Background: an optimization exercise with open tools, aiming at small area. Do not read the settings as production practice.
Where RTL was checked, it was by simulation tests only, not by an equivalence proof against the original.
For run 2, only the layout was checked, not whether the RTL still works.

<file path="flow/flow/run.sh">
#!/bin/bash
# The standard layout (the standard.sh, ORFS from synthesis to finish) with two changes:
#  - the port buffers that global placement adds are the smallest buffer, buf_1;
#  - clock tree synthesis adds no dummy loads and uses its own buffer list and clustering.
# Make's full output goes to flow_make.log here; each ORFS step keeps its own log under
# orfs/logs/.
set -euo pipefail
WORK="$(cd "$(dirname "$0")/.." && pwd)"
cd "$WORK"
bash standard.sh \
    "BUFFER_PORTS_ARGS=-buffer_cell sky130_fd_sc_hd__buf_1" \
    "CTS_ARGS=-sink_clustering_enable -repair_clock_nets -sink_clustering_size 30 -sink_clustering_max_diameter 100 -sink_clustering_levels 1 -buf_list {sky130_fd_sc_hd__clkbuf_4 sky130_fd_sc_hd__clkbuf_8} -dont_use_dummy_load" \
    finish > "$WORK/flow_make.log" 2>&1
</file>
<file path="flow/standard.sh">
#!/bin/bash
# synth_recipe.tcl (not shown) runs the flow's synth.tcl, then flattens the netlist and writes it again
# the make line also repeats each setting of config.mk as NAME=value (left out here)
make -C /OpenROAD-flow-scripts/flow DESIGN_CONFIG=/design/flow/config.mk WORK_HOME=/design/flow/orfs CLKGATE_MAP_FILE= SYNTH_SCRIPT=/design/flow/synth_recipe.tcl "${@:-finish}"
</file>
<file path="flow/config.mk">
export PLATFORM = sky130hd
export DESIGN_NAME = mlp_top
export DESIGN_NICKNAME = mlp_top
export VERILOG_FILES = /design/flow/design.v
export SDC_FILE = /design/flow/constraint.sdc
export NUM_CORES = 4
export LEC_CHECK = 0
export CAP_MARGIN = 20
export CORE_MARGIN = 2
export CORE_UTILIZATION = 70
export CTS_BUF_LIST = sky130_fd_sc_hd__clkbuf_4 sky130_fd_sc_hd__clkbuf_8
export CTS_CLUSTER_DIAMETER = 100
export CTS_CLUSTER_SIZE = 30
export PLACE_DENSITY = 0.75
export SLEW_MARGIN = 20
export SYNTH_HIERARCHICAL = 1
</file>
<file path="flow/constraint.sdc">
create_clock -name core_clock -period 7.0 [get_ports {clk}]
set_input_delay 1.4000 -clock core_clock [delete_from_list [all_inputs] [get_ports {clk}]]
set_output_delay 1.4000 -clock core_clock [all_outputs]
set_load 0.01 [all_outputs]
</file>
<file path="flow/design.v">
`default_nettype none
package mlp_pkg;
    typedef logic [16-1:0] word_t;
    typedef enum logic [1:0] {
        SEG_SHR2,
        SEG_SHR3,
        SEG_SHR5,
        SEG_ONE
    } sig_seg_e;
    typedef enum logic [2-1:0] {
        REG_X1     = 2'd0,
        REG_X2_GO  = 2'd1,
        REG_STATUS = 2'd2
    } wb_reg_e;
endpackage
`default_nettype wire
`timescale 1ns/10ps
`default_nettype none
module mlp_fa (
    input  logic a,
    input  logic b,
    input  logic c,
    output logic s,
    output logic co
);
    assign s  = a ^ b ^ c;
    assign co = (a & b) | (a & c) | (b & c);
endmodule
module mlp_ha (
    input  logic a,
    input  logic b,
    output logic s,
    output logic co
);
    assign s  = a ^ b;
    assign co = a & b;
endmodule
`default_nettype wire
`timescale 1ns/10ps
`default_nettype none
module mlp_top (
    input  logic                  clk,
    input  logic                  rst,
    input  logic                  wb_cyc,
    input  logic                  wb_stb,
    input  logic                  wb_we,
    input  logic [2-1:0] wb_adr,
    input  mlp_pkg::word_t        wb_dat_i,
    output mlp_pkg::word_t        wb_dat_o,
    output logic                  wb_ack,
    output logic                  result_valid,
    output mlp_pkg::word_t        sig_value,
    output logic                  class_out
);
    logic [15:0] x1, x2;
    logic [7:0]  cnt;
    logic [1:0]  adr_q;
    logic [3:0]  vld;
    logic        access, launch;
    assign access = wb_cyc && wb_stb && !wb_ack;
    assign launch = access && wb_we && (wb_adr == 2'd1);
    always_ff @(posedge clk)
    begin
        if (rst)
        begin
            wb_ack       <= 1'b0;
            x1           <= '0;
            x2           <= '0;
            cnt          <= '0;
            vld          <= '0;
            result_valid <= 1'b0;
        end
        else
        begin
            wb_ack       <= access;
            vld          <= {vld[2:0], launch};
            result_valid <= vld[3];
            if (access && wb_we && wb_adr == 2'd0)
                x1 <= wb_dat_i;
            if (launch)
            begin
                x2  <= wb_dat_i;
                cnt <= cnt + 1'b1;
            end
        end
    end
    always_ff @(posedge clk)
    begin
        if (access)
            adr_q <= wb_adr;
    end
    always_comb
    begin
        case (adr_q)
            2'd0:    wb_dat_o = x1;
            2'd1:    wb_dat_o = x2;
            2'd2:    wb_dat_o = {8'h00, cnt};
            default: wb_dat_o = '0;
        endcase
    end
    function automatic logic [15:0] relu(input logic [15:0] v);
        relu = v[15] ? '0 : v;
    endfunction
    function automatic logic [15:0] bk(input logic [15:0] g0, input logic [15:0] t0);
        logic [15:0] g, t;
        g = g0;
        t = t0;
        for (int d = 1; d < 16; d = d * 2)
            for (int i = 2 * d - 1; i < 16; i += 2 * d)
            begin
                g[i] = g[i] | (t[i] & g[i - d]);
                t[i] = t[i] & t[i - d];
            end
        for (int d = 4; d >= 1; d = d / 2)
            for (int i = 3 * d - 1; i < 16; i += 2 * d)
            begin
                g[i] = g[i] | (t[i] & g[i - d]);
                t[i] = t[i] & t[i - d];
            end
        bk = t0 ^ {g[14:0], 1'b0};
    endfunction
    function automatic logic [15:0] addr(input logic [15:0] p, input logic [15:0] q, input logic ci);
        logic k;
        k = ci;
        for (int i = 0; i < 16; i++)
        begin
            addr[i] = p[i] ^ q[i] ^ k;
            k = (p[i] & q[i]) | (k & (p[i] ^ q[i]));
        end
    endfunction
    function automatic logic [15:0] add7(input logic [15:0] v);
        logic [15:0] r;
        logic        k;
        r[2:0] = v[2:0] - 3'd1;
        k = |v[2:0];
        for (int i = 3; i < 16; i++)
        begin
            r[i] = v[i] ^ k;
            k = k & v[i];
        end
        add7 = r;
    endfunction
    logic [15:0] fa, d;
    logic [14:0] a_q, p_q;
    logic        fb_q, fc_q;
    assign fa = addr(x1, x2, 1'b1);
    assign d  = addr(x1, ~x2, 1'b0);
    always_ff @(posedge clk)
    begin
        a_q  <= fa[15] ? ~fa[14:0] : '0;
        p_q  <= d[15] ? ~d[14:0] : d[14:0];
        fb_q <= ~d[15];
        fc_q <= d[15] ^ (&d[14:0]);
    end
    logic        ph;
    logic [14:0] b_q, k_q;
    logic [15:0] a, b, bx, k2, m_op, v_op;
    logic [15:0] z, um, ut, u2, u3, u4;
    logic [15:0] acc_s, acc_c, fb_s, fb_c;
    logic [15:0] m_s, m_k;
    logic [15:0] z_g, z_t;
    logic [15:0] v1_s, v1_k;
    logic [15:0] v2_s, v2_k;
    logic [15:0] w_g, w_t;
    logic [15:0] r1_s, r1_k;
    logic [15:0] r2_s, r2_k;
    logic [15:0] r_g, r_t;
    logic [15:0] q1_s, q1_k;
    logic [15:0] q_g, q_t;
    logic [15:0] l0_s, l0_k;
    logic [15:0] l1_s, l1_k;
    logic [15:0] l2_s, l2_k;
    logic [15:0] l3_s, l3_k;
    logic [15:0] l4_s, l4_k;
    assign ph  = vld[1];
    assign b_q = fb_q ? p_q : '0;
    assign k_q = fc_q ? (fb_q ? '0 : p_q) : 15'd1;
    assign a   = {1'b0, a_q};
    assign b   = {1'b0, b_q};
    assign bx  = ph ? ~b : b;
    assign k2  = {k_q[14:0], 1'b0};
    assign m_op = ph ? {~k_q[14:0], 1'b0} : {~k_q[13:0], 2'b11};
    assign v_op = ph ? {~k_q[14:0], 1'b1} : 16'hFFFE;
    mlp_fa u_m_0 (.a(a[0]), .b(b[0]), .c(m_op[0]), .s(m_s[0]), .co(m_k[1]));
    mlp_fa u_m_1 (.a(a[1]), .b(b[1]), .c(m_op[1]), .s(m_s[1]), .co(m_k[2]));
    mlp_fa u_m_2 (.a(a[2]), .b(b[2]), .c(m_op[2]), .s(m_s[2]), .co(m_k[3]));
    mlp_fa u_m_3 (.a(a[3]), .b(b[3]), .c(m_op[3]), .s(m_s[3]), .co(m_k[4]));
    mlp_fa u_m_4 (.a(a[4]), .b(b[4]), .c(m_op[4]), .s(m_s[4]), .co(m_k[5]));
    mlp_fa u_m_5 (.a(a[5]), .b(b[5]), .c(m_op[5]), .s(m_s[5]), .co(m_k[6]));
    mlp_fa u_m_6 (.a(a[6]), .b(b[6]), .c(m_op[6]), .s(m_s[6]), .co(m_k[7]));
    mlp_fa u_m_7 (.a(a[7]), .b(b[7]), .c(m_op[7]), .s(m_s[7]), .co(m_k[8]));
    mlp_fa u_m_8 (.a(a[8]), .b(b[8]), .c(m_op[8]), .s(m_s[8]), .co(m_k[9]));
    mlp_fa u_m_9 (.a(a[9]), .b(b[9]), .c(m_op[9]), .s(m_s[9]), .co(m_k[10]));
    mlp_fa u_m_10 (.a(a[10]), .b(b[10]), .c(m_op[10]), .s(m_s[10]), .co(m_k[11]));
    mlp_fa u_m_11 (.a(a[11]), .b(b[11]), .c(m_op[11]), .s(m_s[11]), .co(m_k[12]));
    mlp_fa u_m_12 (.a(a[12]), .b(b[12]), .c(m_op[12]), .s(m_s[12]), .co(m_k[13]));
    mlp_fa u_m_13 (.a(a[13]), .b(b[13]), .c(m_op[13]), .s(m_s[13]), .co(m_k[14]));
    mlp_fa u_m_14 (.a(a[14]), .b(b[14]), .c(m_op[14]), .s(m_s[14]), .co(m_k[15]));
    assign m_s[15] = m_op[15];
    assign m_k[0] = 1'b0;
    assign z_t[0] = m_s[0];
    assign z_g[0] = 1'b0;
    mlp_ha u_z_1 (.a(m_s[1]), .b(m_k[1]), .s(z_t[1]), .co(z_g[1]));
    mlp_ha u_z_2 (.a(m_s[2]), .b(m_k[2]), .s(z_t[2]), .co(z_g[2]));
    mlp_ha u_z_3 (.a(m_s[3]), .b(m_k[3]), .s(z_t[3]), .co(z_g[3]));
    mlp_ha u_z_4 (.a(m_s[4]), .b(m_k[4]), .s(z_t[4]), .co(z_g[4]));
    mlp_ha u_z_5 (.a(m_s[5]), .b(m_k[5]), .s(z_t[5]), .co(z_g[5]));
    mlp_ha u_z_6 (.a(m_s[6]), .b(m_k[6]), .s(z_t[6]), .co(z_g[6]));
    mlp_ha u_z_7 (.a(m_s[7]), .b(m_k[7]), .s(z_t[7]), .co(z_g[7]));
    mlp_ha u_z_8 (.a(m_s[8]), .b(m_k[8]), .s(z_t[8]), .co(z_g[8]));
    mlp_ha u_z_9 (.a(m_s[9]), .b(m_k[9]), .s(z_t[9]), .co(z_g[9]));
    mlp_ha u_z_10 (.a(m_s[10]), .b(m_k[10]), .s(z_t[10]), .co(z_g[10]));
    mlp_ha u_z_11 (.a(m_s[11]), .b(m_k[11]), .s(z_t[11]), .co(z_g[11]));
    mlp_ha u_z_12 (.a(m_s[12]), .b(m_k[12]), .s(z_t[12]), .co(z_g[12]));
    mlp_ha u_z_13 (.a(m_s[13]), .b(m_k[13]), .s(z_t[13]), .co(z_g[13]));
    mlp_ha u_z_14 (.a(m_s[14]), .b(m_k[14]), .s(z_t[14]), .co(z_g[14]));
    assign z_t[15] = m_op[15] ^ m_k[15];
    assign z_g[15] = 1'b0;
    mlp_ha u_v1_0 (.a(a[0]), .b(b[0]), .s(v1_s[0]), .co(v1_k[1]));
    mlp_fa u_v1_1 (.a(a[1]), .b(a[0]), .c(b[1]), .s(v1_s[1]), .co(v1_k[2]));
    mlp_fa u_v1_2 (.a(a[2]), .b(a[1]), .c(b[2]), .s(v1_s[2]), .co(v1_k[3]));
    mlp_fa u_v1_3 (.a(a[3]), .b(a[2]), .c(b[3]), .s(v1_s[3]), .co(v1_k[4]));
    mlp_fa u_v1_4 (.a(a[4]), .b(a[3]), .c(b[4]), .s(v1_s[4]), .co(v1_k[5]));
    mlp_fa u_v1_5 (.a(a[5]), .b(a[4]), .c(b[5]), .s(v1_s[5]), .co(v1_k[6]));
    mlp_fa u_v1_6 (.a(a[6]), .b(a[5]), .c(b[6]), .s(v1_s[6]), .co(v1_k[7]));
    mlp_fa u_v1_7 (.a(a[7]), .b(a[6]), .c(b[7]), .s(v1_s[7]), .co(v1_k[8]));
    mlp_fa u_v1_8 (.a(a[8]), .b(a[7]), .c(b[8]), .s(v1_s[8]), .co(v1_k[9]));
    mlp_fa u_v1_9 (.a(a[9]), .b(a[8]), .c(b[9]), .s(v1_s[9]), .co(v1_k[10]));
    mlp_fa u_v1_10 (.a(a[10]), .b(a[9]), .c(b[10]), .s(v1_s[10]), .co(v1_k[11]));
    mlp_fa u_v1_11 (.a(a[11]), .b(a[10]), .c(b[11]), .s(v1_s[11]), .co(v1_k[12]));
    mlp_fa u_v1_12 (.a(a[12]), .b(a[11]), .c(b[12]), .s(v1_s[12]), .co(v1_k[13]));
    mlp_fa u_v1_13 (.a(a[13]), .b(a[12]), .c(b[13]), .s(v1_s[13]), .co(v1_k[14]));
    mlp_fa u_v1_14 (.a(a[14]), .b(a[13]), .c(b[14]), .s(v1_s[14]), .co(v1_k[15]));
    assign v1_s[15] = a[14];
    assign v1_k[0] = 1'b0;
    mlp_ha u_v2_0 (.a(v1_s[0]), .b(v_op[0]), .s(v2_s[0]), .co(v2_k[1]));
    mlp_fa u_v2_1 (.a(v1_s[1]), .b(v1_k[1]), .c(v_op[1]), .s(v2_s[1]), .co(v2_k[2]));
    mlp_fa u_v2_2 (.a(v1_s[2]), .b(v1_k[2]), .c(v_op[2]), .s(v2_s[2]), .co(v2_k[3]));
    mlp_fa u_v2_3 (.a(v1_s[3]), .b(v1_k[3]), .c(v_op[3]), .s(v2_s[3]), .co(v2_k[4]));
    mlp_fa u_v2_4 (.a(v1_s[4]), .b(v1_k[4]), .c(v_op[4]), .s(v2_s[4]), .co(v2_k[5]));
    mlp_fa u_v2_5 (.a(v1_s[5]), .b(v1_k[5]), .c(v_op[5]), .s(v2_s[5]), .co(v2_k[6]));
    mlp_fa u_v2_6 (.a(v1_s[6]), .b(v1_k[6]), .c(v_op[6]), .s(v2_s[6]), .co(v2_k[7]));
    mlp_fa u_v2_7 (.a(v1_s[7]), .b(v1_k[7]), .c(v_op[7]), .s(v2_s[7]), .co(v2_k[8]));
    mlp_fa u_v2_8 (.a(v1_s[8]), .b(v1_k[8]), .c(v_op[8]), .s(v2_s[8]), .co(v2_k[9]));
    mlp_fa u_v2_9 (.a(v1_s[9]), .b(v1_k[9]), .c(v_op[9]), .s(v2_s[9]), .co(v2_k[10]));
    mlp_fa u_v2_10 (.a(v1_s[10]), .b(v1_k[10]), .c(v_op[10]), .s(v2_s[10]), .co(v2_k[11]));
    mlp_fa u_v2_11 (.a(v1_s[11]), .b(v1_k[11]), .c(v_op[11]), .s(v2_s[11]), .co(v2_k[12]));
    mlp_fa u_v2_12 (.a(v1_s[12]), .b(v1_k[12]), .c(v_op[12]), .s(v2_s[12]), .co(v2_k[13]));
    mlp_fa u_v2_13 (.a(v1_s[13]), .b(v1_k[13]), .c(v_op[13]), .s(v2_s[13]), .co(v2_k[14]));
    mlp_fa u_v2_14 (.a(v1_s[14]), .b(v1_k[14]), .c(v_op[14]), .s(v2_s[14]), .co(v2_k[15]));
    assign v2_s[15] = a[14] ^ v1_k[15] ^ v_op[15];
    assign v2_k[0] = 1'b0;
    assign w_t[0] = v2_s[0];
    assign w_g[0] = 1'b0;
    mlp_ha u_w_1 (.a(v2_s[1]), .b(v2_k[1]), .s(w_t[1]), .co(w_g[1]));
    mlp_ha u_w_2 (.a(v2_s[2]), .b(v2_k[2]), .s(w_t[2]), .co(w_g[2]));
    mlp_ha u_w_3 (.a(v2_s[3]), .b(v2_k[3]), .s(w_t[3]), .co(w_g[3]));
    mlp_ha u_w_4 (.a(v2_s[4]), .b(v2_k[4]), .s(w_t[4]), .co(w_g[4]));
    mlp_ha u_w_5 (.a(v2_s[5]), .b(v2_k[5]), .s(w_t[5]), .co(w_g[5]));
    mlp_ha u_w_6 (.a(v2_s[6]), .b(v2_k[6]), .s(w_t[6]), .co(w_g[6]));
    mlp_ha u_w_7 (.a(v2_s[7]), .b(v2_k[7]), .s(w_t[7]), .co(w_g[7]));
    mlp_ha u_w_8 (.a(v2_s[8]), .b(v2_k[8]), .s(w_t[8]), .co(w_g[8]));
    mlp_ha u_w_9 (.a(v2_s[9]), .b(v2_k[9]), .s(w_t[9]), .co(w_g[9]));
    mlp_ha u_w_10 (.a(v2_s[10]), .b(v2_k[10]), .s(w_t[10]), .co(w_g[10]));
    mlp_ha u_w_11 (.a(v2_s[11]), .b(v2_k[11]), .s(w_t[11]), .co(w_g[11]));
    mlp_ha u_w_12 (.a(v2_s[12]), .b(v2_k[12]), .s(w_t[12]), .co(w_g[12]));
    mlp_ha u_w_13 (.a(v2_s[13]), .b(v2_k[13]), .s(w_t[13]), .co(w_g[13]));
    mlp_ha u_w_14 (.a(v2_s[14]), .b(v2_k[14]), .s(w_t[14]), .co(w_g[14]));
    assign w_t[15] = v2_s[15] ^ v2_k[15];
    assign w_g[15] = 1'b0;
    mlp_ha u_r1_0 (.a(a[0]), .b(bx[0]), .s(r1_s[0]), .co(r1_k[1]));
    mlp_fa u_r1_1 (.a(a[1]), .b(bx[1]), .c(k2[1]), .s(r1_s[1]), .co(r1_k[2]));
    mlp_fa u_r1_2 (.a(a[2]), .b(bx[2]), .c(k2[2]), .s(r1_s[2]), .co(r1_k[3]));
    mlp_fa u_r1_3 (.a(a[3]), .b(bx[3]), .c(k2[3]), .s(r1_s[3]), .co(r1_k[4]));
    mlp_fa u_r1_4 (.a(a[4]), .b(bx[4]), .c(k2[4]), .s(r1_s[4]), .co(r1_k[5]));
    mlp_fa u_r1_5 (.a(a[5]), .b(bx[5]), .c(k2[5]), .s(r1_s[5]), .co(r1_k[6]));
    mlp_fa u_r1_6 (.a(a[6]), .b(bx[6]), .c(k2[6]), .s(r1_s[6]), .co(r1_k[7]));
    mlp_fa u_r1_7 (.a(a[7]), .b(bx[7]), .c(k2[7]), .s(r1_s[7]), .co(r1_k[8]));
    mlp_fa u_r1_8 (.a(a[8]), .b(bx[8]), .c(k2[8]), .s(r1_s[8]), .co(r1_k[9]));
    mlp_fa u_r1_9 (.a(a[9]), .b(bx[9]), .c(k2[9]), .s(r1_s[9]), .co(r1_k[10]));
    mlp_fa u_r1_10 (.a(a[10]), .b(bx[10]), .c(k2[10]), .s(r1_s[10]), .co(r1_k[11]));
    mlp_fa u_r1_11 (.a(a[11]), .b(bx[11]), .c(k2[11]), .s(r1_s[11]), .co(r1_k[12]));
    mlp_fa u_r1_12 (.a(a[12]), .b(bx[12]), .c(k2[12]), .s(r1_s[12]), .co(r1_k[13]));
    mlp_fa u_r1_13 (.a(a[13]), .b(bx[13]), .c(k2[13]), .s(r1_s[13]), .co(r1_k[14]));
    mlp_fa u_r1_14 (.a(a[14]), .b(bx[14]), .c(k2[14]), .s(r1_s[14]), .co(r1_k[15]));
    assign r1_s[15] = bx[15] ^ k2[15];
    assign r1_k[0] = 1'b0;
    mlp_ha u_r2_1 (.a(r1_s[1]), .b(r1_k[1]), .s(r2_s[1]), .co(r2_k[2]));
    assign r2_s[2] = ~(r1_s[2] ^ r1_k[2]);
    assign r2_k[3] = r1_s[2] | r1_k[2];
    assign r2_s[3] = ~(r1_s[3] ^ r1_k[3]);
    assign r2_k[4] = r1_s[3] | r1_k[3];
    assign r2_s[4] = ~(r1_s[4] ^ r1_k[4]);
    assign r2_k[5] = r1_s[4] | r1_k[4];
    assign r2_s[5] = ~(r1_s[5] ^ r1_k[5]);
    assign r2_k[6] = r1_s[5] | r1_k[5];
    assign r2_s[6] = ~(r1_s[6] ^ r1_k[6]);
    assign r2_k[7] = r1_s[6] | r1_k[6];
    assign r2_s[7] = ~(r1_s[7] ^ r1_k[7]);
    assign r2_k[8] = r1_s[7] | r1_k[7];
    assign r2_s[8] = ~(r1_s[8] ^ r1_k[8]);
    assign r2_k[9] = r1_s[8] | r1_k[8];
    assign r2_s[9] = ~(r1_s[9] ^ r1_k[9]);
    assign r2_k[10] = r1_s[9] | r1_k[9];
    assign r2_s[10] = ~(r1_s[10] ^ r1_k[10]);
    assign r2_k[11] = r1_s[10] | r1_k[10];
    assign r2_s[11] = ~(r1_s[11] ^ r1_k[11]);
    assign r2_k[12] = r1_s[11] | r1_k[11];
    assign r2_s[12] = ~(r1_s[12] ^ r1_k[12]);
    assign r2_k[13] = r1_s[12] | r1_k[12];
    assign r2_s[13] = ~(r1_s[13] ^ r1_k[13]);
    assign r2_k[14] = r1_s[13] | r1_k[13];
    assign r2_s[14] = ~(r1_s[14] ^ r1_k[14]);
    assign r2_k[15] = r1_s[14] | r1_k[14];
    assign r2_s[15] = ~(r1_s[15] ^ r1_k[15]);
    assign r2_s[0] = r1_s[0];
    assign r2_k[0] = 1'b0;
    assign r2_k[1] = 1'b0;
    assign r_t[0] = r1_s[0];
    assign r_g[0] = 1'b0;
    assign r_t[1] = r2_s[1];
    assign r_g[1] = 1'b0;
    mlp_ha u_r_2 (.a(r2_s[2]), .b(r2_k[2]), .s(r_t[2]), .co(r_g[2]));
    mlp_ha u_r_3 (.a(r2_s[3]), .b(r2_k[3]), .s(r_t[3]), .co(r_g[3]));
    mlp_ha u_r_4 (.a(r2_s[4]), .b(r2_k[4]), .s(r_t[4]), .co(r_g[4]));
    mlp_ha u_r_5 (.a(r2_s[5]), .b(r2_k[5]), .s(r_t[5]), .co(r_g[5]));
    mlp_ha u_r_6 (.a(r2_s[6]), .b(r2_k[6]), .s(r_t[6]), .co(r_g[6]));
    mlp_ha u_r_7 (.a(r2_s[7]), .b(r2_k[7]), .s(r_t[7]), .co(r_g[7]));
    mlp_ha u_r_8 (.a(r2_s[8]), .b(r2_k[8]), .s(r_t[8]), .co(r_g[8]));
    mlp_ha u_r_9 (.a(r2_s[9]), .b(r2_k[9]), .s(r_t[9]), .co(r_g[9]));
    mlp_ha u_r_10 (.a(r2_s[10]), .b(r2_k[10]), .s(r_t[10]), .co(r_g[10]));
    mlp_ha u_r_11 (.a(r2_s[11]), .b(r2_k[11]), .s(r_t[11]), .co(r_g[11]));
    mlp_ha u_r_12 (.a(r2_s[12]), .b(r2_k[12]), .s(r_t[12]), .co(r_g[12]));
    mlp_ha u_r_13 (.a(r2_s[13]), .b(r2_k[13]), .s(r_t[13]), .co(r_g[13]));
    mlp_ha u_r_14 (.a(r2_s[14]), .b(r2_k[14]), .s(r_t[14]), .co(r_g[14]));
    assign r_t[15] = r2_s[15] ^ r2_k[15];
    assign r_g[15] = 1'b0;
    mlp_ha u_q1_0 (.a(a[0]), .b(bx[0]), .s(q1_s[0]), .co(q1_k[1]));
    mlp_ha u_q1_1 (.a(a[1]), .b(bx[1]), .s(q1_s[1]), .co(q1_k[2]));
    assign q1_s[2] = ~(a[2] ^ bx[2]);
    assign q1_k[3] = a[2] | bx[2];
    mlp_ha u_q1_3 (.a(a[3]), .b(bx[3]), .s(q1_s[3]), .co(q1_k[4]));
    mlp_ha u_q1_4 (.a(a[4]), .b(bx[4]), .s(q1_s[4]), .co(q1_k[5]));
    mlp_ha u_q1_5 (.a(a[5]), .b(bx[5]), .s(q1_s[5]), .co(q1_k[6]));
    mlp_ha u_q1_6 (.a(a[6]), .b(bx[6]), .s(q1_s[6]), .co(q1_k[7]));
    mlp_ha u_q1_7 (.a(a[7]), .b(bx[7]), .s(q1_s[7]), .co(q1_k[8]));
    mlp_ha u_q1_8 (.a(a[8]), .b(bx[8]), .s(q1_s[8]), .co(q1_k[9]));
    mlp_ha u_q1_9 (.a(a[9]), .b(bx[9]), .s(q1_s[9]), .co(q1_k[10]));
    mlp_ha u_q1_10 (.a(a[10]), .b(bx[10]), .s(q1_s[10]), .co(q1_k[11]));
    mlp_ha u_q1_11 (.a(a[11]), .b(bx[11]), .s(q1_s[11]), .co(q1_k[12]));
    mlp_ha u_q1_12 (.a(a[12]), .b(bx[12]), .s(q1_s[12]), .co(q1_k[13]));
    mlp_ha u_q1_13 (.a(a[13]), .b(bx[13]), .s(q1_s[13]), .co(q1_k[14]));
    mlp_ha u_q1_14 (.a(a[14]), .b(bx[14]), .s(q1_s[14]), .co(q1_k[15]));
    assign q1_s[15] = bx[15];
    assign q1_k[0] = 1'b0;
    assign q_t[0] = q1_s[0];
    assign q_g[0] = 1'b0;
    mlp_ha u_q_1 (.a(q1_s[1]), .b(q1_k[1]), .s(q_t[1]), .co(q_g[1]));
    mlp_ha u_q_2 (.a(q1_s[2]), .b(q1_k[2]), .s(q_t[2]), .co(q_g[2]));
    mlp_ha u_q_3 (.a(q1_s[3]), .b(q1_k[3]), .s(q_t[3]), .co(q_g[3]));
    mlp_ha u_q_4 (.a(q1_s[4]), .b(q1_k[4]), .s(q_t[4]), .co(q_g[4]));
    mlp_ha u_q_5 (.a(q1_s[5]), .b(q1_k[5]), .s(q_t[5]), .co(q_g[5]));
    mlp_ha u_q_6 (.a(q1_s[6]), .b(q1_k[6]), .s(q_t[6]), .co(q_g[6]));
    mlp_ha u_q_7 (.a(q1_s[7]), .b(q1_k[7]), .s(q_t[7]), .co(q_g[7]));
    mlp_ha u_q_8 (.a(q1_s[8]), .b(q1_k[8]), .s(q_t[8]), .co(q_g[8]));
    mlp_ha u_q_9 (.a(q1_s[9]), .b(q1_k[9]), .s(q_t[9]), .co(q_g[9]));
    mlp_ha u_q_10 (.a(q1_s[10]), .b(q1_k[10]), .s(q_t[10]), .co(q_g[10]));
    mlp_ha u_q_11 (.a(q1_s[11]), .b(q1_k[11]), .s(q_t[11]), .co(q_g[11]));
    mlp_ha u_q_12 (.a(q1_s[12]), .b(q1_k[12]), .s(q_t[12]), .co(q_g[12]));
    mlp_ha u_q_13 (.a(q1_s[13]), .b(q1_k[13]), .s(q_t[13]), .co(q_g[13]));
    mlp_ha u_q_14 (.a(q1_s[14]), .b(q1_k[14]), .s(q_t[14]), .co(q_g[14]));
    assign q_t[15] = bx[15] ^ q1_k[15];
    assign q_g[15] = 1'b0;
    always_comb
    begin
        z  = bk(z_g, z_t);
        um = relu(z);
        ut = relu(~add7(z));
        if (ph)
            ut = ut << 1;
        u2 = relu(bk(w_g, w_t));
        if (ph)
            u2 = u2 << 1;
        u3 = relu(bk(r_g, r_t));
        u4 = bk(q_g, q_t);
        u4 = u4[15] ? ~u4 : '0;
    end
    assign fb_s = ph ? '0 : acc_s;
    assign fb_c = ph ? '0 : acc_c;
    mlp_ha u_l0_0 (.a(fb_s[0]), .b(um[0]), .s(l0_s[0]), .co(l0_k[1]));
    mlp_fa u_l0_1 (.a(fb_s[1]), .b(fb_c[1]), .c(um[1]), .s(l0_s[1]), .co(l0_k[2]));
    mlp_fa u_l0_2 (.a(fb_s[2]), .b(fb_c[2]), .c(um[2]), .s(l0_s[2]), .co(l0_k[3]));
    mlp_fa u_l0_3 (.a(fb_s[3]), .b(fb_c[3]), .c(um[3]), .s(l0_s[3]), .co(l0_k[4]));
    mlp_fa u_l0_4 (.a(fb_s[4]), .b(fb_c[4]), .c(um[4]), .s(l0_s[4]), .co(l0_k[5]));
    mlp_fa u_l0_5 (.a(fb_s[5]), .b(fb_c[5]), .c(um[5]), .s(l0_s[5]), .co(l0_k[6]));
    mlp_fa u_l0_6 (.a(fb_s[6]), .b(fb_c[6]), .c(um[6]), .s(l0_s[6]), .co(l0_k[7]));
    mlp_fa u_l0_7 (.a(fb_s[7]), .b(fb_c[7]), .c(um[7]), .s(l0_s[7]), .co(l0_k[8]));
    mlp_fa u_l0_8 (.a(fb_s[8]), .b(fb_c[8]), .c(um[8]), .s(l0_s[8]), .co(l0_k[9]));
    mlp_fa u_l0_9 (.a(fb_s[9]), .b(fb_c[9]), .c(um[9]), .s(l0_s[9]), .co(l0_k[10]));
    mlp_fa u_l0_10 (.a(fb_s[10]), .b(fb_c[10]), .c(um[10]), .s(l0_s[10]), .co(l0_k[11]));
    mlp_fa u_l0_11 (.a(fb_s[11]), .b(fb_c[11]), .c(um[11]), .s(l0_s[11]), .co(l0_k[12]));
    mlp_fa u_l0_12 (.a(fb_s[12]), .b(fb_c[12]), .c(um[12]), .s(l0_s[12]), .co(l0_k[13]));
    mlp_fa u_l0_13 (.a(fb_s[13]), .b(fb_c[13]), .c(um[13]), .s(l0_s[13]), .co(l0_k[14]));
    mlp_fa u_l0_14 (.a(fb_s[14]), .b(fb_c[14]), .c(um[14]), .s(l0_s[14]), .co(l0_k[15]));
    assign l0_s[15] = fb_s[15] ^ fb_c[15];
    assign l0_k[0] = 1'b0;
    mlp_fa u_l1_0 (.a(u2[0]), .b(u3[0]), .c(u4[0]), .s(l1_s[0]), .co(l1_k[1]));
    mlp_fa u_l1_1 (.a(u2[1]), .b(u3[1]), .c(u4[1]), .s(l1_s[1]), .co(l1_k[2]));
    mlp_fa u_l1_2 (.a(u2[2]), .b(u3[2]), .c(u4[2]), .s(l1_s[2]), .co(l1_k[3]));
    mlp_fa u_l1_3 (.a(u2[3]), .b(u3[3]), .c(u4[3]), .s(l1_s[3]), .co(l1_k[4]));
    mlp_fa u_l1_4 (.a(u2[4]), .b(u3[4]), .c(u4[4]), .s(l1_s[4]), .co(l1_k[5]));
    mlp_fa u_l1_5 (.a(u2[5]), .b(u3[5]), .c(u4[5]), .s(l1_s[5]), .co(l1_k[6]));
    mlp_fa u_l1_6 (.a(u2[6]), .b(u3[6]), .c(u4[6]), .s(l1_s[6]), .co(l1_k[7]));
    mlp_fa u_l1_7 (.a(u2[7]), .b(u3[7]), .c(u4[7]), .s(l1_s[7]), .co(l1_k[8]));
    mlp_fa u_l1_8 (.a(u2[8]), .b(u3[8]), .c(u4[8]), .s(l1_s[8]), .co(l1_k[9]));
    mlp_fa u_l1_9 (.a(u2[9]), .b(u3[9]), .c(u4[9]), .s(l1_s[9]), .co(l1_k[10]));
    mlp_fa u_l1_10 (.a(u2[10]), .b(u3[10]), .c(u4[10]), .s(l1_s[10]), .co(l1_k[11]));
    mlp_fa u_l1_11 (.a(u2[11]), .b(u3[11]), .c(u4[11]), .s(l1_s[11]), .co(l1_k[12]));
    mlp_fa u_l1_12 (.a(u2[12]), .b(u3[12]), .c(u4[12]), .s(l1_s[12]), .co(l1_k[13]));
    mlp_fa u_l1_13 (.a(u2[13]), .b(u3[13]), .c(u4[13]), .s(l1_s[13]), .co(l1_k[14]));
    mlp_fa u_l1_14 (.a(u2[14]), .b(u3[14]), .c(u4[14]), .s(l1_s[14]), .co(l1_k[15]));
    assign l1_s[15] = u2[15];
    assign l1_k[0] = 1'b0;
    mlp_ha u_l2_0 (.a(l0_s[0]), .b(l1_s[0]), .s(l2_s[0]), .co(l2_k[1]));
    mlp_fa u_l2_1 (.a(l0_s[1]), .b(l0_k[1]), .c(l1_s[1]), .s(l2_s[1]), .co(l2_k[2]));
    mlp_fa u_l2_2 (.a(l0_s[2]), .b(l0_k[2]), .c(l1_s[2]), .s(l2_s[2]), .co(l2_k[3]));
    mlp_fa u_l2_3 (.a(l0_s[3]), .b(l0_k[3]), .c(l1_s[3]), .s(l2_s[3]), .co(l2_k[4]));
    mlp_fa u_l2_4 (.a(l0_s[4]), .b(l0_k[4]), .c(l1_s[4]), .s(l2_s[4]), .co(l2_k[5]));
    mlp_fa u_l2_5 (.a(l0_s[5]), .b(l0_k[5]), .c(l1_s[5]), .s(l2_s[5]), .co(l2_k[6]));
    mlp_fa u_l2_6 (.a(l0_s[6]), .b(l0_k[6]), .c(l1_s[6]), .s(l2_s[6]), .co(l2_k[7]));
    mlp_fa u_l2_7 (.a(l0_s[7]), .b(l0_k[7]), .c(l1_s[7]), .s(l2_s[7]), .co(l2_k[8]));
    mlp_fa u_l2_8 (.a(l0_s[8]), .b(l0_k[8]), .c(l1_s[8]), .s(l2_s[8]), .co(l2_k[9]));
    mlp_fa u_l2_9 (.a(l0_s[9]), .b(l0_k[9]), .c(l1_s[9]), .s(l2_s[9]), .co(l2_k[10]));
    mlp_fa u_l2_10 (.a(l0_s[10]), .b(l0_k[10]), .c(l1_s[10]), .s(l2_s[10]), .co(l2_k[11]));
    mlp_fa u_l2_11 (.a(l0_s[11]), .b(l0_k[11]), .c(l1_s[11]), .s(l2_s[11]), .co(l2_k[12]));
    mlp_fa u_l2_12 (.a(l0_s[12]), .b(l0_k[12]), .c(l1_s[12]), .s(l2_s[12]), .co(l2_k[13]));
    mlp_fa u_l2_13 (.a(l0_s[13]), .b(l0_k[13]), .c(l1_s[13]), .s(l2_s[13]), .co(l2_k[14]));
    mlp_fa u_l2_14 (.a(l0_s[14]), .b(l0_k[14]), .c(l1_s[14]), .s(l2_s[14]), .co(l2_k[15]));
    assign l2_s[15] = l0_s[15] ^ l0_k[15] ^ u2[15];
    assign l2_k[0] = 1'b0;
    mlp_fa u_l3_1 (.a(l2_s[1]), .b(l2_k[1]), .c(l1_k[1]), .s(l3_s[1]), .co(l3_k[2]));
    mlp_fa u_l3_2 (.a(l2_s[2]), .b(l2_k[2]), .c(l1_k[2]), .s(l3_s[2]), .co(l3_k[3]));
    mlp_fa u_l3_3 (.a(l2_s[3]), .b(l2_k[3]), .c(l1_k[3]), .s(l3_s[3]), .co(l3_k[4]));
    mlp_fa u_l3_4 (.a(l2_s[4]), .b(l2_k[4]), .c(l1_k[4]), .s(l3_s[4]), .co(l3_k[5]));
    mlp_fa u_l3_5 (.a(l2_s[5]), .b(l2_k[5]), .c(l1_k[5]), .s(l3_s[5]), .co(l3_k[6]));
    mlp_fa u_l3_6 (.a(l2_s[6]), .b(l2_k[6]), .c(l1_k[6]), .s(l3_s[6]), .co(l3_k[7]));
    mlp_fa u_l3_7 (.a(l2_s[7]), .b(l2_k[7]), .c(l1_k[7]), .s(l3_s[7]), .co(l3_k[8]));
    mlp_fa u_l3_8 (.a(l2_s[8]), .b(l2_k[8]), .c(l1_k[8]), .s(l3_s[8]), .co(l3_k[9]));
    mlp_fa u_l3_9 (.a(l2_s[9]), .b(l2_k[9]), .c(l1_k[9]), .s(l3_s[9]), .co(l3_k[10]));
    mlp_fa u_l3_10 (.a(l2_s[10]), .b(l2_k[10]), .c(l1_k[10]), .s(l3_s[10]), .co(l3_k[11]));
    mlp_fa u_l3_11 (.a(l2_s[11]), .b(l2_k[11]), .c(l1_k[11]), .s(l3_s[11]), .co(l3_k[12]));
    mlp_fa u_l3_12 (.a(l2_s[12]), .b(l2_k[12]), .c(l1_k[12]), .s(l3_s[12]), .co(l3_k[13]));
    mlp_fa u_l3_13 (.a(l2_s[13]), .b(l2_k[13]), .c(l1_k[13]), .s(l3_s[13]), .co(l3_k[14]));
    mlp_fa u_l3_14 (.a(l2_s[14]), .b(l2_k[14]), .c(l1_k[14]), .s(l3_s[14]), .co(l3_k[15]));
    assign l3_s[15] = l2_s[15] ^ l2_k[15] ^ l1_k[15];
    assign l3_s[0] = l2_s[0];
    assign l3_k[0] = 1'b0;
    assign l3_k[1] = 1'b0;
    mlp_ha u_l4_0 (.a(l2_s[0]), .b(ut[0]), .s(l4_s[0]), .co(l4_k[1]));
    mlp_ha u_l4_1 (.a(l3_s[1]), .b(ut[1]), .s(l4_s[1]), .co(l4_k[2]));
    mlp_fa u_l4_2 (.a(l3_s[2]), .b(l3_k[2]), .c(ut[2]), .s(l4_s[2]), .co(l4_k[3]));
    mlp_fa u_l4_3 (.a(l3_s[3]), .b(l3_k[3]), .c(ut[3]), .s(l4_s[3]), .co(l4_k[4]));
    mlp_fa u_l4_4 (.a(l3_s[4]), .b(l3_k[4]), .c(ut[4]), .s(l4_s[4]), .co(l4_k[5]));
    mlp_fa u_l4_5 (.a(l3_s[5]), .b(l3_k[5]), .c(ut[5]), .s(l4_s[5]), .co(l4_k[6]));
    mlp_fa u_l4_6 (.a(l3_s[6]), .b(l3_k[6]), .c(ut[6]), .s(l4_s[6]), .co(l4_k[7]));
    mlp_fa u_l4_7 (.a(l3_s[7]), .b(l3_k[7]), .c(ut[7]), .s(l4_s[7]), .co(l4_k[8]));
    mlp_fa u_l4_8 (.a(l3_s[8]), .b(l3_k[8]), .c(ut[8]), .s(l4_s[8]), .co(l4_k[9]));
    mlp_fa u_l4_9 (.a(l3_s[9]), .b(l3_k[9]), .c(ut[9]), .s(l4_s[9]), .co(l4_k[10]));
    mlp_fa u_l4_10 (.a(l3_s[10]), .b(l3_k[10]), .c(ut[10]), .s(l4_s[10]), .co(l4_k[11]));
    mlp_fa u_l4_11 (.a(l3_s[11]), .b(l3_k[11]), .c(ut[11]), .s(l4_s[11]), .co(l4_k[12]));
    mlp_fa u_l4_12 (.a(l3_s[12]), .b(l3_k[12]), .c(ut[12]), .s(l4_s[12]), .co(l4_k[13]));
    mlp_fa u_l4_13 (.a(l3_s[13]), .b(l3_k[13]), .c(ut[13]), .s(l4_s[13]), .co(l4_k[14]));
    mlp_fa u_l4_14 (.a(l3_s[14]), .b(l3_k[14]), .c(ut[14]), .s(l4_s[14]), .co(l4_k[15]));
    assign l4_s[15] = l3_s[15] ^ l3_k[15] ^ ut[15];
    assign l4_k[0] = 1'b0;
    always_ff @(posedge clk)
    begin
        acc_s <= l4_s;
        acc_c <= l4_k;
    end
    logic [15:0] s;
    logic [9:0]  e_d, e_q;
    assign s = addr(acc_s, acc_c, 1'b0);
    logic lt1, lt2, lt3;
    assign lt1 = s[15:10] == 6'd0;
    assign lt2 = s[15:12] == 4'd0 && !(s[11] && (s[10] || s[9] || (s[8] && s[7])));
    assign lt3 = s[15:13] == 3'd0 && !(s[12] && (s[11] || s[10]));
    always_comb
    begin
        if (lt1)
            e_d = {2'b00, s[9:2]};
        else if (lt2)
            e_d = {2'b01, ~s[10], s[9:3]};
        else if (lt3)
            e_d = {3'b011, ~(s[11] ^ s[10]), ~s[10], s[9:5]};
        else
            e_d = 10'd512;
    end
    always_ff @(posedge clk)
    begin
        e_q <= e_d;
    end
    assign sig_value = {5'b00000, e_q[9], ~e_q[9], e_q[8:0]};
    assign class_out = |e_q;
endmodule
`default_nettype wire
</file>
==> flow_summary_export.csv, run 1 <==
group,metric,value,unit
yosys,syn_area,11980,µm²
critical_path,slowest_delay,460,ps
sta,fin_crit,6732,ps
hold_path,hold_path_depth,1,
sta,final_max_slew_viol_count,0,
clocking,clkLatencyLatePin,450,ps
global_routing,grt_pass1_vias,8590,
critical_path,crit_buf_inv,3,
clocking,cts_max_level,4,
critical_path,crit_path_end_kind,"flop",
cells_and_area,drive_gt1_frac,0.03914,
critical_path,crit_path_max_fanout,15,
detailed_routing,drtPass1Iterations,4,
place,dpl.cell_count,1455,
cells_and_area,final_cell_count_no_fill,1472,
critical_path,crit_path_start_kind,"flop",
critical_path,crit_chain,"inv_1, ha_1, fa_1, fa_1, fa_1, fa_1, fa_1, fa_1, fa_1, fa_1, fa_1, fa_1, fa_1, inv_1, fa_1, inv_1, fa_1, fa_1, xnor2_4, nor2b_1",
global_routing,antenna_found_initial,0,
cells_and_area,fin_nets,1582,
sta,setup_viol,0,
cells_and_area,finish.utilization,0.7602,
hold_path,hp-class,"flop to flop",
critical_path,worst_path_max_delay_cell,"fa_1",
sta,rsz0062_at_grt,"false",
critical_path,arrival,7090,ps
clocking,cts.sinks,121,
detailed_routing,vias,8133,
yosys,synth_area_leader_cell,"fa_1",
outcome,status,"no timing/DRC/antenna violations",
place,gp_congestion,0.8827,
clocking,cts-root-buf,"clkbuf_8",
sta,fmax,0.1486,GHz
place,place_hpwl,19490,µm
critical_path,timing.rr.start,"x1[0]",
yosys,yosysSeqAreaShare,0.2038,
die,die_w,134.8,µm
sta,slew_headroom,0.3804,
clocking,cts_buffer_depth,2,
critical_path,r2r_end,"a_q[12]",
die,core_area,16640,µm²
sta,fin_skew,36.43,ps
yosys,ys_async_sr_fraction,0,
critical_path,r2r_cells,20,
critical_path,crit_cells,20,
clocking,numCtsBuffers,17,
die,placementRows,47,
die,ioPinCount,58,
detailed_routing,post-route-drc-count,0,
yosys,avgSynthCellArea,9.878,µm²
die,dieHeight,134.8,µm
critical_path,critPathLaunch,"x1[0]",
global_routing,grt_max_degree,65,
yosys,synthCells,1213,
critical_path,worstSetupPathType,"flop to flop",
critical_path,r2r_slack,270,ps
flow_run,drv_cap,0,
detailed_routing,wire_per_inst,15.78,µm
sta,finalCritPeriodShare,0.9616,
die,dieArea,18180,µm²
yosys,synthTopCellsByArea,"fa_1, dfxtp_1, ha_1, xnor2_1, inv_1",
yosys,ys_types,52,
yosys,ys_ff_latch,121,
cells_and_area,syn_to_final_growth,5.587,%
critical_path,path_common_cell,"fa_1",
global_routing,grt_pass1_wl,40090,µm
detailed_routing,drt-total-wl,23230,µm
global_routing,grt_overflow,0,
sta,hold_violations,0,
clocking,cts_tree,"done",
place,io_buffers,52,
sta,worst_pin_slew,925.5,ps
critical_path,crit_end,"a_q[12]",
clocking,clk_pin_slew,90,ps
cells_and_area,n_fill_cell,1242,
yosys,yosys_warnings,7,
die,initial_core_util,0.7199,
detailed_routing,drt-initial-drc-count,319,
critical_path,crit_required,7360,ps
cells_and_area,antennaDiodeCount,0,
yosys,synth.top_cell.area_share,0.2807,
detailed_routing,ant_nets,0,
clocking,post_cts_buffers,0,
yosys,synth_edf_count,2,
critical_path,critical-path-top-delay-family,"adder cells",
yosys,synth_flop_cell,"dfxtp_1",
clocking,hold_buffers,0,
detailed_routing,viasPerCell,5.525,
global_routing,track_usage,0.2796,
-- cells by family (layout without fill, tap and decap cells) --
kind of cell,after synthesis,in the layout,share of synthesized area
AOI/OAI and AO/OA,161,161,0.08521
xor gates and xnor gates,79,79,0.06140
adders and majority gates,305,305,0.4238
buffers and inverters,159,194,0.05284
DFF,121,121,0.2038
muxes,32,32,0.02673
other,1,5,0.0003130
and+or+nand+nor,355,355,0.1459
-- Yosys stat by module (local to each module, per instance) --
module	cells inside	flip-flops and latches	cell area, µm²
mlp_fa	1	0	20.02
mlp_top	1009	121	8476
mlp_ha	1	0	12.51
-- cells in the mapped netlist, drive strengths merged, types with 3 or more instances --
| cell | instances |
|---|---|
| clkbuf | 27 |
| buf | 18 |
| and2 | 67 |
| o21a | 8 |
| nor2b | 44 |
| or3 | 9 |
| nor2 | 95 |
| a21boi | 12 |
| dfxtp | 119 |
| a311o | 3 |
| fa | 168 |
| a211oi | 15 |
| mux2i | 32 |
| or2 | 6 |
| xnor2 | 64 |
| nand2 | 106 |
| and3 | 6 |
| ha | 137 |
| o21ai | 28 |
| xor2 | 12 |
| a21oi | 52 |
| a31oi | 5 |
| a22oi | 5 |
| nor4 | 5 |
| a21o | 20 |
| nand3 | 3 |
| o21bai | 3 |
| inv | 114 |
| a31o | 4 |
-- repair_timing --
| action | CTS | global route |
|---|---|---|
| endpoints found under the setup margin | 15 | 22 |
| gates resized for setup | 1 | 5 |
| pin swaps | 0 | 1 |
-- layout by cell type (no fill, tap or decap), drive strengths merged, types with 12 or more instances in the layout --
master / n
clkbuf: 18
buf: 62
a21o: 20
nor2: 95
xor2: 12
fa: 168
a21oi: 52
mux2i: 32
and2: 67
nor2b: 44
a211oi: 15
o21ai: 28
ha: 137
a21boi: 12
dfxtp: 119
inv: 114
xnor2: 64
nand2: 106
-- through the flow --
| step | TNS [ps] | cell area (µm²) | hold WS [ps] | worst slack, ps |
|---|---|---|---|---|
| after floorplan | 0 | 12000 | 413.8 | 415.2 |
| after detailed placement | -215.7 | 12360 | 424.5 | -26.30 |
| after CTS | 0 | 12600 | 432.6 | 113.3 |
| after global placement | 0 | 12360 | 425.0 | 57.12 |
| final | 0 | 12650 | 424.7 | 268.5 |
| after global routing | 0 | 12650 | 441.3 | 0.2180 |
-- sequential cells by signal (all words and copies together), names as in the netlist --
signal / cells
acc_s: 16
x1: 16
x2: 16
a_q: 15
acc_c: 15
p_q: 15
e_q: 10
cnt: 8
vld: 4
adr_q: 2
fb_q: 1
fc_q: 1
result_valid: 1
wb_ack: 1
-- how the worst min path moves through the flow --
stage,startpoint,to
after floorplan,vld[3],result_valid
after global placement,vld[0],vld[1]
after detailed placement,vld[0],vld[1]
after CTS,vld[3],result_valid
after global routing,vld[3],result_valid
final,vld[3],result_valid
-- final cells by class --
cell class	count	area, µm²	area share
timing repair buffer	63	279.0	0.02206
tap	220	275.3	0.02176
sequential	121	2445	0.1933
multi-input combinational	937	8990	0.7106
inverter	114	427.9	0.03382
clock buffer	17	234.0	0.01849
-- metal layers --
layer | vias to the layer above | part of all wire | GRT usage
met3 | 15 | 0.028 | 0.03566
met5 | - | 0 | 0
met2 | 126 | 0.50 | 0.4808
met1 | 3974 | 0.46 | 0.3790
li1 | 4018 | - | -
met4 | 0 | 0.011 | 0.06901
==> run 2, diff against run 1 <==
--- a/flow/design.v
+++ b/flow/design.v
@@ -142,7 +142,7 @@
     endfunction
     logic [15:0] fa, d;
     logic [14:0] a_q, p_q;
-    logic        fb_q, fc_q;
+    logic        fb_q;
     assign fa = addr(x1, x2, 1'b1);
     assign d  = addr(x1, ~x2, 1'b0);
     always_ff @(posedge clk)
@@ -150,7 +150,6 @@
         a_q  <= fa[15] ? ~fa[14:0] : '0;
         p_q  <= d[15] ? ~d[14:0] : d[14:0];
         fb_q <= ~d[15];
-        fc_q <= d[15] ^ (&d[14:0]);
     end
     logic        ph;
     logic [14:0] b_q, k_q;
@@ -174,7 +173,7 @@
     logic [15:0] l4_s, l4_k;
     assign ph  = vld[1];
     assign b_q = fb_q ? p_q : '0;
-    assign k_q = fc_q ? (fb_q ? '0 : p_q) : 15'd1;
+    assign k_q = fb_q ? {14'd0, ~&p_q} : {p_q[14:1], p_q[0] | ~|p_q};
     assign a   = {1'b0, a_q};
     assign b   = {1'b0, b_q};
     assign bx  = ph ? ~b : b;
==> flow/flow/run.sh (replaced) <==
#!/bin/bash
# The standard layout (the standard.sh, ORFS from synthesis to finish) with two changes:
#  - the port buffers that global placement adds are the smallest buffer, buf_1;
#  - clock tree synthesis adds no dummy loads and uses clkbuf_4/clkbuf_8.
# Make's full output goes to flow_make.log here; each ORFS step keeps its own log under
# orfs/logs/.
set -euo pipefail
WORK="$(cd "$(dirname "$0")/.." && pwd)"
cd "$WORK"
bash standard.sh \
    "BUFFER_PORTS_ARGS=-buffer_cell sky130_fd_sc_hd__buf_1" \
    "CTS_ARGS=-sink_clustering_enable -repair_clock_nets -sink_clustering_size 30 -sink_clustering_max_diameter 100 -buf_list {sky130_fd_sc_hd__clkbuf_4 sky130_fd_sc_hd__clkbuf_8} -dont_use_dummy_load" \
    finish > "$WORK/flow_make.log" 2>&1
==> flow_summary_export.csv, run 2 <==
group,metric,value,unit
outcome,status,"no timing/DRC/antenna violations",
die,core_area,16700,µm²
clocking,clk_pin_slew,80,ps
sta,finalCritPeriodShare,0.9636,
global_routing,grt_max_degree,68,
cells_and_area,syn_to_final_growth,5.321,%
yosys,synth_area_leader_cell,"fa_1",
critical_path,crit_required,7360,ps
detailed_routing,wire_per_inst,15.96,µm
critical_path,arrival,7100,ps
die,dieHeight,135.0,µm
global_routing,grt_overflow,0,
cells_and_area,layout_commonest_cell,"fa_1",
sta,fin_ws,254.8,ps
die,initial_core_util,0.7194,
sta,holdWs,441.2,ps
detailed_routing,ant_nets,0,
cells_and_area,fin_nets,1563,
critical_path,critical-path-top-delay-family,"adder cells",
global_routing,antenna_found_initial,0,
yosys,synthCells,1196,
cells_and_area,antennaDiodeCount,0,
flow_run,drv_cap,0,
cells_and_area,finish.utilization,0.7577,
place,pre_cts_ws,-79.53,ps
die,dieArea,18230,µm²
place,placed_area,12370,µm²
detailed_routing,drt-initial-drc-count,279,
detailed_routing,vias,8071,
critical_path,worst_path_max_delay_cell,"fa_1",
critical_path,crit_path_start_kind,"flop",
die,placementRows,47,
sta,fin_setup_tns,0,ps
yosys,ys_types,53,
yosys,ys_async_sr_fraction,0,
yosys,synth_edf_count,2,
sta,setup_viol,0,
clocking,cts_tree,"done",
critical_path,worstSetupPathType,"flop to flop",
clocking,cts_buffer_depth,2,
cells_and_area,n_fill_cell,1271,
detailed_routing,post-route-drc-count,0,
clocking,cts_max_level,4,
yosys,synth.top_cell.area_share,0.2799,
sta,final_max_slew_viol_count,0,
yosys,synthTopCellsByArea,"fa_1, dfxtp_1, ha_1, xnor2_1, mux2i_1",
global_routing,grt_pass1_wl,39490,µm
critical_path,crit_buf_inv,3,
critical_path,crit_chain,"inv_1, ha_1, fa_1, fa_1, fa_1, fa_1, fa_1, fa_1, fa_1, fa_1, fa_1, fa_1, fa_1, inv_1, fa_1, inv_1, fa_1, fa_1, xnor2_4, and2_1",
cells_and_area,register_area,2424,µm²
cells_and_area,multi_input_area,9021,µm²
clocking,hold_buffers,0,
yosys,syn_area,12020,µm²
yosys,ys_ff_latch,120,
clocking,cts.sinks,120,
die,ioPinCount,58,
sta,worst_pin_slew,1088,ps
place,gp_congestion,0.8446,
global_routing,grt_pass1_vias,8539,
sta,rsz0062_at_grt,"false",
critical_path,crit_path_end_kind,"flop",
cells_and_area,fin_area,12650,µm²
die,die_w,135.0,µm
detailed_routing,drtPass1Iterations,6,
sta,slew_headroom,0.2728,
clocking,post_cts_buffers,0,
sta,fmax,0.1483,GHz
hold_path,hp-class,"flop to flop",
critical_path,slowest_delay,460,ps
detailed_routing,viasPerCell,5.555,
detailed_routing,drt-total-wl,23190,µm
cells_and_area,final_cell_mix,"fa_1, ha_1, dfxtp_1",
place,io_buffers,52,
yosys,synth.cells.most_frequent,"fa_1, ha_1, dfxtp_1, nor2_1, inv_1",
cells_and_area,final_cell_count_no_fill,1453,
place,place_hpwl,19410,µm
yosys,synth_flop_cell,"dfxtp_1",
clocking,clkLatencyLatePin,440,ps
cells_and_area,reg.largest.list,"acc_s x16, x1 x16, x2 x16",
critical_path,path_common_cell,"fa_1",
clocking,numCtsBuffers,17,
yosys,yosysSeqAreaShare,0.2016,
clocking,cts-root-buf,"clkbuf_8",
global_routing,track_usage,0.2759,
critical_path,crit_path_max_fanout,15,
sta,fin_crit,6745,ps
place,dpl.cell_count,1436,
sta,hold_violations,0,
sta,fin_skew,26.71,ps
yosys,yosys_warnings,7,
yosys,avgSynthCellArea,10.05,µm²
yosys,yosysMostFrequentCell,"fa_1",
cells_and_area,drive_gt1_frac,0.04055,
run 2: cell type report:
cell class / instances / area share
clock buffers: 17 / 0.01849
inverters: 109 / 0.03233
multi-input cells: 924 / 0.7129
flip-flops and latches: 120 / 0.1915
well taps: 220 / 0.02175
repair buffers: 63 / 0.02304
run 2: worst paths after layout:
| kind | start | endpoint | slack, ps | cells past startpoint |
|---|---|---|---|---|
| setup / recovery | x1[0] | a_q[8] | 250 | 20 |
| hold / removal | vld[0] | vld[1] | 440 | 1 |
| setup reg to reg | x1[0] | a_q[8] | 250 | 20 |
| hold reg to reg | vld[0] | vld[1] | 440 | 1 |
run 2: per-layer routing:
layer	GRT usage	share of wire
met1	0.3694	0.46
met2	0.4757	0.50
met3	0.03754	0.029
met4	0.07407	0.016
met5	0	0
run 2: worst reg2reg max path, stage by stage (launching register included):
cell,delay (ps)
dfxtp_1,390
inv_1,60
ha_1,210
fa_1,380
fa_1,400
fa_1,400
fa_1,400
fa_1,400
fa_1,400
fa_1,420
fa_1,410
fa_1,390
fa_1,390
fa_1,370
inv_1,80
fa_1,160
inv_1,50
fa_1,380
fa_1,460
xnor2_4,320
and2_1,180
run 2: cells by family (layout without fill, tap and decap cells):
| family | after synthesis | count (layout) | share of synthesized area |
|---|---|---|---|
| flops | 120 | 120 | 0.2016 |
| xor+xnor | 78 | 78 | 0.06154 |
| simple gates | 341 | 341 | 0.1409 |
| compound gates | 147 | 147 | 0.07956 |
| fa+ha+maj | 305 | 305 | 0.4226 |
| other cells | 1 | 5 | 0.0003121 |
| mux | 48 | 48 | 0.03999 |
| buf+inv | 156 | 189 | 0.05352 |
run 2: what timing repair did:
action                     4_1_cts  5_1_grt
resized for setup                1        4
pin swaps                        0        1
setup endpoints to repair       15       39
run 2: Yosys stat by module (local to each module, per instance):
module,cells,copies in the design
mlp_top,992,1
mlp_fa,1,127
mlp_ha,1,77
==> run 3, diff against run 2 <==
--- a/flow/design.v
+++ b/flow/design.v
@@ -142,7 +142,7 @@
     endfunction
     logic [15:0] fa, d;
     logic [14:0] a_q, p_q;
-    logic        fb_q;
+    logic        fb_q, fc_q;
     assign fa = addr(x1, x2, 1'b1);
     assign d  = addr(x1, ~x2, 1'b0);
     always_ff @(posedge clk)
@@ -150,6 +150,7 @@
         a_q  <= fa[15] ? ~fa[14:0] : '0;
         p_q  <= d[15] ? ~d[14:0] : d[14:0];
         fb_q <= ~d[15];
+        fc_q <= d[15] ^ (&d[14:0]);
     end
     logic        ph;
     logic [14:0] b_q, k_q;
@@ -173,7 +174,7 @@
     logic [15:0] l4_s, l4_k;
     assign ph  = vld[1];
     assign b_q = fb_q ? p_q : '0;
-    assign k_q = fb_q ? {14'd0, ~&p_q} : {p_q[14:1], p_q[0] | ~|p_q};
+    assign k_q = fc_q ? (fb_q ? '0 : p_q) : 15'd1;
     assign a   = {1'b0, a_q};
     assign b   = {1'b0, b_q};
     assign bx  = ph ? ~b : b;
--- a/flow/config.mk
+++ b/flow/config.mk
@@ -7,10 +7,10 @@
 export LEC_CHECK = 0
 export CAP_MARGIN = 20
 export CORE_MARGIN = 2
-export CORE_UTILIZATION = 70
+export CORE_UTILIZATION = 85
 export CTS_BUF_LIST = sky130_fd_sc_hd__clkbuf_4 sky130_fd_sc_hd__clkbuf_8
 export CTS_CLUSTER_DIAMETER = 100
 export CTS_CLUSTER_SIZE = 30
-export PLACE_DENSITY = 0.75
+export PLACE_DENSITY = 0.9
 export SLEW_MARGIN = 20
 export SYNTH_HIERARCHICAL = 1
==> flow_summary_export.csv, run 3 <==
group,metric,value,unit
sta,holdWs,466.2,ps
cells_and_area,syn_to_final_growth,5.441,%
yosys,synthCells,1213,
global_routing,grt_overflow,0,
sta,fin_ws,129.8,ps
clocking,cts_tree,"done",
detailed_routing,ant_nets,0,
place,io_buffers,52,
global_routing,grt_pass1_vias,9340,
die,initial_core_util,0.8665,
yosys,syn_area,11980,µm²
place,pre_cts_ws,-73.90,ps
die,ioPinCount,58,
die,dieArea,15060,µm²
clocking,cts_max_level,4,
die,core_area,13830,µm²
critical_path,arrival,7200,ps
hold_path,hp-class,"flop to flop",
critical_path,worstSetupPathType,"flop to flop",
die,die_w,122.7,µm
cells_and_area,layout_commonest_cell,"fa_1",
detailed_routing,drt-total-wl,28260,µm
yosys,avgSynthCellArea,9.878,µm²
cells_and_area,drive_gt1_frac,0.04466,
global_routing,track_usage,0.3845,
sta,hold_violations,0,
detailed_routing,wire_per_inst,19.71,µm
sta,slew_headroom,0.3722,
clocking,hold_buffers,0,
yosys,synth.top_cell.area_share,0.2807,
clocking,clk_pin_slew,80,ps
detailed_routing,drtPass1Iterations,5,
clocking,cts.sinks,121,
clocking,cts_buffer_depth,2,
global_routing,antenna_found_initial,0,
detailed_routing,drt-initial-drc-count,769,
flow_run,drv_cap,0,
detailed_routing,vias,9074,
place,place_hpwl,20900,µm
cells_and_area,final_cell_mix,"fa_1, ha_1, dfxtp_1",
yosys,yosysMostFrequentCell,"fa_1",
cells_and_area,fin_nets,1584,
detailed_routing,post-route-drc-count,0,
yosys,yosysSeqAreaShare,0.2038,
sta,fmax,0.1456,GHz
critical_path,crit_required,7330,ps
yosys,synth.cells.most_frequent,"fa_1, ha_1, dfxtp_1, inv_1, nand2_1",
yosys,ys_async_sr_fraction,0,
die,placementRows,43,
yosys,synth_edf_count,2,
sta,setup_viol,0,
sta,finalCritPeriodShare,0.9815,
cells_and_area,fin_area,12630,µm²
yosys,ys_ff_latch,121,
critical_path,crit_path_start_kind,"flop",
critical_path,crit_path_max_fanout,15,
sta,worst_pin_slew,941.7,ps
clocking,clkLatencyLatePin,460,ps
yosys,synth_area_leader_cell,"fa_1",
cells_and_area,antennaDiodeCount,0,
sta,fin_skew,26.22,ps
yosys,synthTopCellsByArea,"fa_1, dfxtp_1, ha_1, xnor2_1, inv_1",
critical_path,crit_path_end_kind,"flop",
sta,fin_crit,6870,ps
die,dieHeight,122.7,µm
yosys,synth_flop_cell,"dfxtp_1",
place,placed_area,12310,µm²
global_routing,grt_max_degree,65,
clocking,cts-root-buf,"clkbuf_8",
cells_and_area,reg.largest.list,"acc_s x16, x1 x16, x2 x16",
outcome,status,"no timing/DRC/antenna violations",
sta,final_max_slew_viol_count,0,
yosys,yosys_warnings,7,
yosys,ys_types,52,
place,gp_congestion,0.8772,
clocking,numCtsBuffers,17,
detailed_routing,viasPerCell,6.328,
global_routing,grt_pass1_wl,44220,µm
[run 3: cell type report]
class                   instances  area (µm²)
clock buffers                  17       234.0
fillers                       565        1194
inverters                     114       427.9
multi-input cells             937        8995
flip-flops and latches        121        2445
well taps                     180       225.2
repair buffers                 65       306.5
[run 3: logic make-up (layout without fill, tap and decap cells)]
logic type,count (synthesis),in the layout,share of synthesized area
and+or+nand+nor,355,355,0.1459
adders and majority gates,305,305,0.4238
AOI/OAI and AO/OA,161,161,0.08521
buffers and inverters,159,196,0.05284
DFF,121,121,0.2038
xor gates and xnor gates,79,79,0.06140
muxes,32,32,0.02673
other,1,5,0.0003130
[run 3: final timing paths]
| path | start | to | slack [ps] | cells after the start |
|---|---|---|---|---|
| hold / removal | vld[3] | result_valid | 470 | 1 |
| hold reg to reg | vld[3] | result_valid | 470 | 1 |
| setup / recovery | x1[0] | a_q[11] | 130 | 21 |
| setup reg to reg | x1[0] | a_q[11] | 130 | 21 |
[run 3: per-module statistics from Yosys, one instance, submodules excluded]
module | cell area (µm²) | cells inside | flip-flops and latches
mlp_top | 8476 | 1009 | 121
mlp_ha | 12.51 | 1 | 0
mlp_fa | 20.02 | 1 | 0
[run 3: repair_timing]
action,CTS,global route
setup buffers,0,1
setup endpoints to repair,15,37
resized for setup,1,11
pin swaps,0,2
[run 3: per-layer routing]
layer / up-vias / share of wire / track usage
li1: 4017 / - / -
met1: 4447 / 0.38 / 0.4633
met2: 470 / 0.51 / 0.6758
met3: 140 / 0.061 / 0.06366
met4: 0 / 0.052 / 0.1739
met5: - / 0 / 0
[run 3: critical path, stage by stage (launching register included)]
cell,delay (ps)
dfxtp_1,410
inv_1,70
ha_1,210
fa_1,390
fa_1,390
fa_1,400
fa_1,430
fa_1,410
fa_1,400
fa_1,400
fa_1,410
fa_1,400
fa_1,390
fa_1,390
inv_1,90
fa_1,170
inv_1,60
fa_1,390
fa_2,400
xnor2_4,150
buf_12,170
and2_1,180
[run 3: stage by stage]
| step | cells | TNS (ps) | util |
|---|---|---|---|
| after floorplan | 1217 | 0 | - |
| after global placement | 1416 | 0 | 0.8904 |
| after detailed placement | 1416 | -750.6 | 0.8904 |
| after CTS | 1433 | 0 | 0.9079 |
| after global routing | 1434 | -5.570 | 0.9137 |
| final | 1434 | 0 | 0.9137 |

[what the ideal ports hide]
The results above use ideal ports. As a check the final layouts listed here were re-extracted and re-timed, cells and wires unchanged. Step 1 assumes that a clkbuf_16 drives the clock port and a buf_2 every other input. Step 2, shift: input delay + t, output delay - t, t = (earliest + latest rising clock arrival at the registers) / 2. This alone moves slack from input paths to output paths. Slacks: no drivers / after step 1 / after step 2; pairs: no drivers / after step 1.
run	t (ns)	slack for setup (ns)	slew at the worst register clock pin (ns)
run 1	0.480	0.268 / 0.268 / 0.268	0.09 / 0.09
run 2	0.469	0.255 / 0.255 / 0.255	0.08 / 0.08
run 3	0.487	0.130 / 0.130 / 0.130	0.08 / 0.08
After both steps setup and hold are still met in every run listed.
